This design comes from an exercise in tuning for small area and a short achievable clock period on the open sky130 flow, not from production work.
Function was checked by simulation only, so behaviour that the tests miss may differ from the original.
The flow treats the clock pin as an ideal source, which a real chip does not have.

## cpu_trace_buffer
module cpu_trace_buffer #(
  parameter int unsigned DATA_W  = 32,
  parameter int unsigned STATE_W = 4,
  parameter int unsigned DEPTH   = 64,
  parameter int unsigned CNT_W   = $clog2(DEPTH + 1)
) (
  input  logic                        clk,
  input  logic                        reset,
  input  logic                        arm,
  input  logic                        mode,
  input  logic [1:0]                  trig_sel,
  input  logic [DATA_W-1:0]           trig_val,
  input  logic                        trig_in,
  input  logic [CNT_W-1:0]            post_cnt,
  input  logic [DATA_W-1:0]           PC,
  input  logic [DATA_W-1:0]           Instr,
  input  logic [STATE_W-1:0]          state,
  input  logic                        IRWrite,
  input  logic                        MemWrite,
  input  logic [DATA_W-1:0]           Adr,
  output logic                        out_valid,
  input  logic                        out_ready,
  output logic [STATE_W+2*DATA_W-1:0] out_data,
  output logic                        out_last,
  output logic                        busy,
  output logic                        triggered,
  output logic [CNT_W-1:0]            count
);
==> module trace_ram, before the edit <==
module trace_ram #(
  parameter int unsigned DEPTH = 63,
  parameter int unsigned WIDTH = 68
) (
  input  logic                       clk,
  input  logic                       i_shift,
  input  logic [WIDTH-1:0]           i_wdata,
  input  logic [DEPTH-1:0]           i_rsel,
  output logic [WIDTH-1:0]           o_rdata
);
  logic [WIDTH-1:0] r_mem [DEPTH];
  always_ff @(posedge clk) begin
    if (i_shift) begin
      r_mem[0] <= i_wdata;
      for (int i = 1; i < DEPTH; i++) r_mem[i] <= r_mem[i-1];
    end
  end
  always_comb begin
    o_rdata = '0;
    for (int i = 0; i < DEPTH; i++)
      o_rdata = o_rdata | (r_mem[i] & {WIDTH{i_rsel[i]}});
  end
endmodule
==> module cpu_trace_buffer, before the edit <==
module cpu_trace_buffer #(
  parameter int unsigned DATA_W  = 32,
  parameter int unsigned STATE_W = 4,
  parameter int unsigned DEPTH   = 64,
  parameter int unsigned CNT_W   = $clog2(DEPTH + 1)
) (
  input  logic                        clk,
  input  logic                        reset,
  input  logic                        arm,
  input  logic                        mode,
  input  logic [1:0]                  trig_sel,
  input  logic [DATA_W-1:0]           trig_val,
  input  logic                        trig_in,
  input  logic [CNT_W-1:0]            post_cnt,
  input  logic [DATA_W-1:0]           PC,
  input  logic [DATA_W-1:0]           Instr,
  input  logic [STATE_W-1:0]          state,
  input  logic                        IRWrite,
  input  logic                        MemWrite,
  input  logic [DATA_W-1:0]           Adr,
  output logic                        out_valid,
  input  logic                        out_ready,
  output logic [STATE_W+2*DATA_W-1:0] out_data,
  output logic                        out_last,
  output logic                        busy,
  output logic                        triggered,
  output logic [CNT_W-1:0]            count
);
  localparam int unsigned SD = DEPTH - 1;           
  localparam int unsigned EW = trace_pkg::ENTRY_W(STATE_W, DATA_W);
  logic              r_busy;
  logic              r_valid;
  logic              r_post;
  logic              r_triggered;
  logic              r_last;
  logic [CNT_W-1:0]  r_count;
  logic [SD-1:0]     r_rd_oh;      
  logic [EW-1:0]     r_head;       
  logic [CNT_W-1:0]  r_remaining;
  logic [CNT_W-1:0]  r_cnt_left;
  logic              r_mode_q;
  logic [3:0]        r_sel_oh;
  logic [DATA_W-1:0] r_val_q;
  logic              w_arm_ok;
  logic              w_sample;
  logic              w_trig_hit;
  logic              w_fire;
  logic              w_enter_dump;
  logic              w_full;
  logic              w_cnt0;
  logic              w_cnt1;
  logic              w_pop;
  logic              w_head_ld;
  logic              w_rd_mv;
  logic [CNT_W-1:0]  w_count_inc;
  logic [CNT_W-1:0]  w_post_clamp;
  logic [EW-1:0]     w_live;
  logic [EW-1:0]     w_rd_data;
  assign w_live       = {state, PC, Instr};
  assign w_arm_ok     = arm && !r_valid;
  assign w_sample     = r_busy && !arm && (!r_mode_q || IRWrite);
  assign w_full       = r_count[CNT_W-1];
  assign w_cnt0       = (r_count == CNT_W'(0));
  assign w_cnt1       = (r_count == CNT_W'(1));
  assign w_count_inc  = w_full ? r_count : r_count + CNT_W'(1);
  assign w_post_clamp = post_cnt[CNT_W-1] ? CNT_W'(DEPTH - 1) : post_cnt;
  assign w_trig_hit = r_sel_oh[0] ||
                      (r_sel_oh[1] && (PC == r_val_q)) ||
                      (r_sel_oh[2] && MemWrite && (Adr == r_val_q)) ||
                      (r_sel_oh[3] && trig_in);
  assign w_fire       = w_sample && !r_post && w_trig_hit;
  assign w_enter_dump = w_sample && (r_post ? (r_remaining == CNT_W'(1))
                                            : (w_trig_hit && (r_remaining == '0)));
  assign w_pop = r_valid ? out_ready : (w_sample && w_full);
  assign w_head_ld = w_pop || (w_sample && w_cnt0);
  assign w_rd_mv   = w_sample && !w_full;
  always_ff @(posedge clk or posedge reset) begin
    if (reset) begin
      r_busy      <= 1'b0;
      r_valid     <= 1'b0;
      r_post      <= 1'b0;
      r_triggered <= 1'b0;
      r_last      <= 1'b0;
      r_count     <= '0;
    end else if (w_arm_ok) begin
      r_busy      <= 1'b1;
      r_valid     <= 1'b0;
      r_post      <= 1'b0;
      r_triggered <= 1'b0;
      r_last      <= 1'b0;
      r_count     <= '0;
    end else begin
      if (w_sample) r_count <= w_count_inc;
      if (w_fire) begin
        r_triggered <= 1'b1;
        if (r_remaining != '0) r_post <= 1'b1;
      end
      if (w_enter_dump) begin
        r_busy  <= 1'b0;
        r_valid <= 1'b1;
        r_last  <= w_cnt0;
      end
      if (r_valid && out_ready) begin
        r_last <= (r_cnt_left == CNT_W'(2));
        if (r_cnt_left == CNT_W'(1)) r_valid <= 1'b0;
      end
    end
  end
  always_ff @(posedge clk) begin
    if (w_arm_ok) begin
      r_mode_q    <= mode;
      r_sel_oh    <= 4'b0001 << trig_sel;
      r_val_q     <= trig_val;
      r_remaining <= w_post_clamp;
    end else if (w_sample && r_post) begin
      r_remaining <= r_remaining - CNT_W'(1);
    end
    r_rd_oh <= ({SD{!w_arm_ok && w_rd_mv}}  & {r_rd_oh[SD-2:0] & {(SD-1){!w_cnt1}}, w_cnt1}) |
               ({SD{!w_arm_ok && !w_rd_mv}} & r_rd_oh);
    if (!r_valid) r_cnt_left <= w_count_inc;
    else if (out_ready) r_cnt_left <= r_cnt_left - CNT_W'(1);
    r_head <= ({EW{w_head_ld}}            & w_rd_data) |
              ({EW{w_head_ld && w_cnt0}}  & w_live) |
              ({EW{!w_head_ld}}           & r_head);
  end
  trace_ram #(
    .DEPTH (SD),
    .WIDTH (EW)
  ) u_ram (
    .clk     (clk),
    .i_shift (w_sample || (r_valid && out_ready)),
    .i_wdata (w_live),
    .i_rsel  (r_rd_oh),
    .o_rdata (w_rd_data)
  );
  assign out_valid = r_valid;
  assign out_data  = r_head;
  assign out_last  = r_last;
  assign busy      = r_busy;
  assign triggered = r_triggered;
  assign count     = r_count;
endmodule
clock: 6.0 ns
lec_check: 0
cap_margin: 20
core_margin: 2
core_utilization: 55
cts_cluster_diameter: 80
cts_cluster_size: 25
place_density: 0.65
setup_slack_margin: 3.5
slew_margin: 20
synth_memory_max_bits: 8192
standard.sh (not shown) runs the stock make flow with config.mk's settings and CLKGATE_MAP_FILE= SYNTH_SCRIPT=/design/flow/synth_recipe.tcl, a recipe that flattens the netlist after the stock synthesis.
==> flow/flow/run.sh <==
#!/bin/bash
# Standard layout, except that after clock tree synthesis the tree's root
# buffer is split into four, one per quadrant, which then drive the
# third level directly (flow/split_root.tcl).
set -e
cd "$(dirname "$0")/.."
export RES_DIR=$PWD/orfs/results/$FLOW_PLATFORM/cpu_trace_buffer/base
export FLOW_CLOCK_PORT=clk
OPENROAD=$(command -v openroad || echo "$FLOW_HOME/../tools/install/OpenROAD/bin/openroad")
bash standard.sh cts > std_cts.log 2>&1
"$OPENROAD" -exit -no_init flow/split_root.tcl > split_root.log 2>&1
bash standard.sh finish > std_finish.log 2>&1
Other scripts of this flow, unchanged in this note and not shown: flow/flow/split_root.tcl
Rerun with:
--- a/flow/design.v
+++ b/flow/design.v
@@ -15,5 +15,6 @@
   input  logic                       i_shift,
   input  logic [WIDTH-1:0]           i_wdata,
-  input  logic [DEPTH-1:0]           i_rsel,
+  input  logic [DEPTH-1:0]           i_rsel,       
+  input  logic [DEPTH-1:0]           i_rsel_hi,    
   output logic [WIDTH-1:0]           o_rdata
 );
@@ -28,5 +29,5 @@
     o_rdata = '0;
     for (int i = 0; i < DEPTH; i++)
-      o_rdata = o_rdata | (r_mem[i] & {WIDTH{i_rsel[i]}});
+      o_rdata = o_rdata | (r_mem[i] & {{(WIDTH-WIDTH/2){i_rsel_hi[i]}}, {(WIDTH/2){i_rsel[i]}}});
   end
 endmodule
@@ -67,5 +68,8 @@
   logic              r_last;
   logic [CNT_W-1:0]  r_count;
+  logic              r_cnt_nz;     
+  logic              r_cnt_one;    
   logic [SD-1:0]     r_rd_oh;      
+  logic [SD-1:0]     r_rd_oh_hi;   
   logic [EW-1:0]     r_head;       
   logic [CNT_W-1:0]  r_remaining;
@@ -93,6 +97,6 @@
   assign w_sample     = r_busy && !arm && (!r_mode_q || IRWrite);
   assign w_full       = r_count[CNT_W-1];
-  assign w_cnt0       = (r_count == CNT_W'(0));
-  assign w_cnt1       = (r_count == CNT_W'(1));
+  assign w_cnt0       = !r_cnt_nz;
+  assign w_cnt1       = r_cnt_one;
   assign w_count_inc  = w_full ? r_count : r_count + CNT_W'(1);
   assign w_post_clamp = post_cnt[CNT_W-1] ? CNT_W'(DEPTH - 1) : post_cnt;
@@ -115,4 +119,6 @@
       r_last      <= 1'b0;
       r_count     <= '0;
+      r_cnt_nz    <= 1'b0;
+      r_cnt_one   <= 1'b0;
     end else if (w_arm_ok) begin
       r_busy      <= 1'b1;
@@ -122,6 +128,12 @@
       r_last      <= 1'b0;
       r_count     <= '0;
+      r_cnt_nz    <= 1'b0;
+      r_cnt_one   <= 1'b0;
     end else begin
-      if (w_sample) r_count <= w_count_inc;
+      if (w_sample) begin
+        r_count   <= w_count_inc;
+        r_cnt_nz  <= 1'b1;
+        r_cnt_one <= !r_cnt_nz;
+      end
       if (w_fire) begin
         r_triggered <= 1'b1;
@@ -150,4 +162,6 @@
     r_rd_oh <= ({SD{!w_arm_ok && w_rd_mv}}  & {r_rd_oh[SD-2:0] & {(SD-1){!w_cnt1}}, w_cnt1}) |
                ({SD{!w_arm_ok && !w_rd_mv}} & r_rd_oh);
+    r_rd_oh_hi <= ({SD{!w_arm_ok && w_rd_mv}}  & {r_rd_oh_hi[SD-2:0] & {(SD-1){!w_cnt1}}, w_cnt1}) |
+                  ({SD{!w_arm_ok && !w_rd_mv}} & r_rd_oh_hi);
     if (!r_valid) r_cnt_left <= w_count_inc;
     else if (out_ready) r_cnt_left <= r_cnt_left - CNT_W'(1);
@@ -164,4 +178,5 @@
     .i_wdata (w_live),
     .i_rsel  (r_rd_oh),
+    .i_rsel_hi (r_rd_oh_hi),
     .o_rdata (w_rd_data)
   );
Outcome:
- The changed run finished with timing, DRC and antenna clean
- final cell count rises by 2.9%
- count of clock-buffer cells in the layout rises by 1
- core utilization falls by 1.1 points
- synthesized area came out higher by 1.3%
- worst setup slack gains 0.073 ns

-- what the ideal ports hide --
In the flow no input, the clock included, has a driving cell. The finished layouts below were timed again as built, in two steps.
Step 1 assumes that a clkbuf_16 drives the clock port and a buf_2 every other input.
Step 2, shift: input delay + t, output delay - t, t = (earliest + latest rising clock arrival at the registers) / 2. This alone moves slack from input paths to output paths.
a / b / c = ideal ports / drivers / drivers and shift; a / b = the first two.
run	t, ns	setup WS [ns]	slew at the worst register clock pin (ns)
the first run	0.869	3.402 / 3.327 / 2.836	0.11 / 0.11
the second run	0.882	3.475 / 3.330 / 2.795	0.11 / 0.11
After both steps setup and hold are still met in every run listed. The setup slack of the second run, which loses most, moves by -0.145 ns with the drivers and by -0.680 ns with both steps.
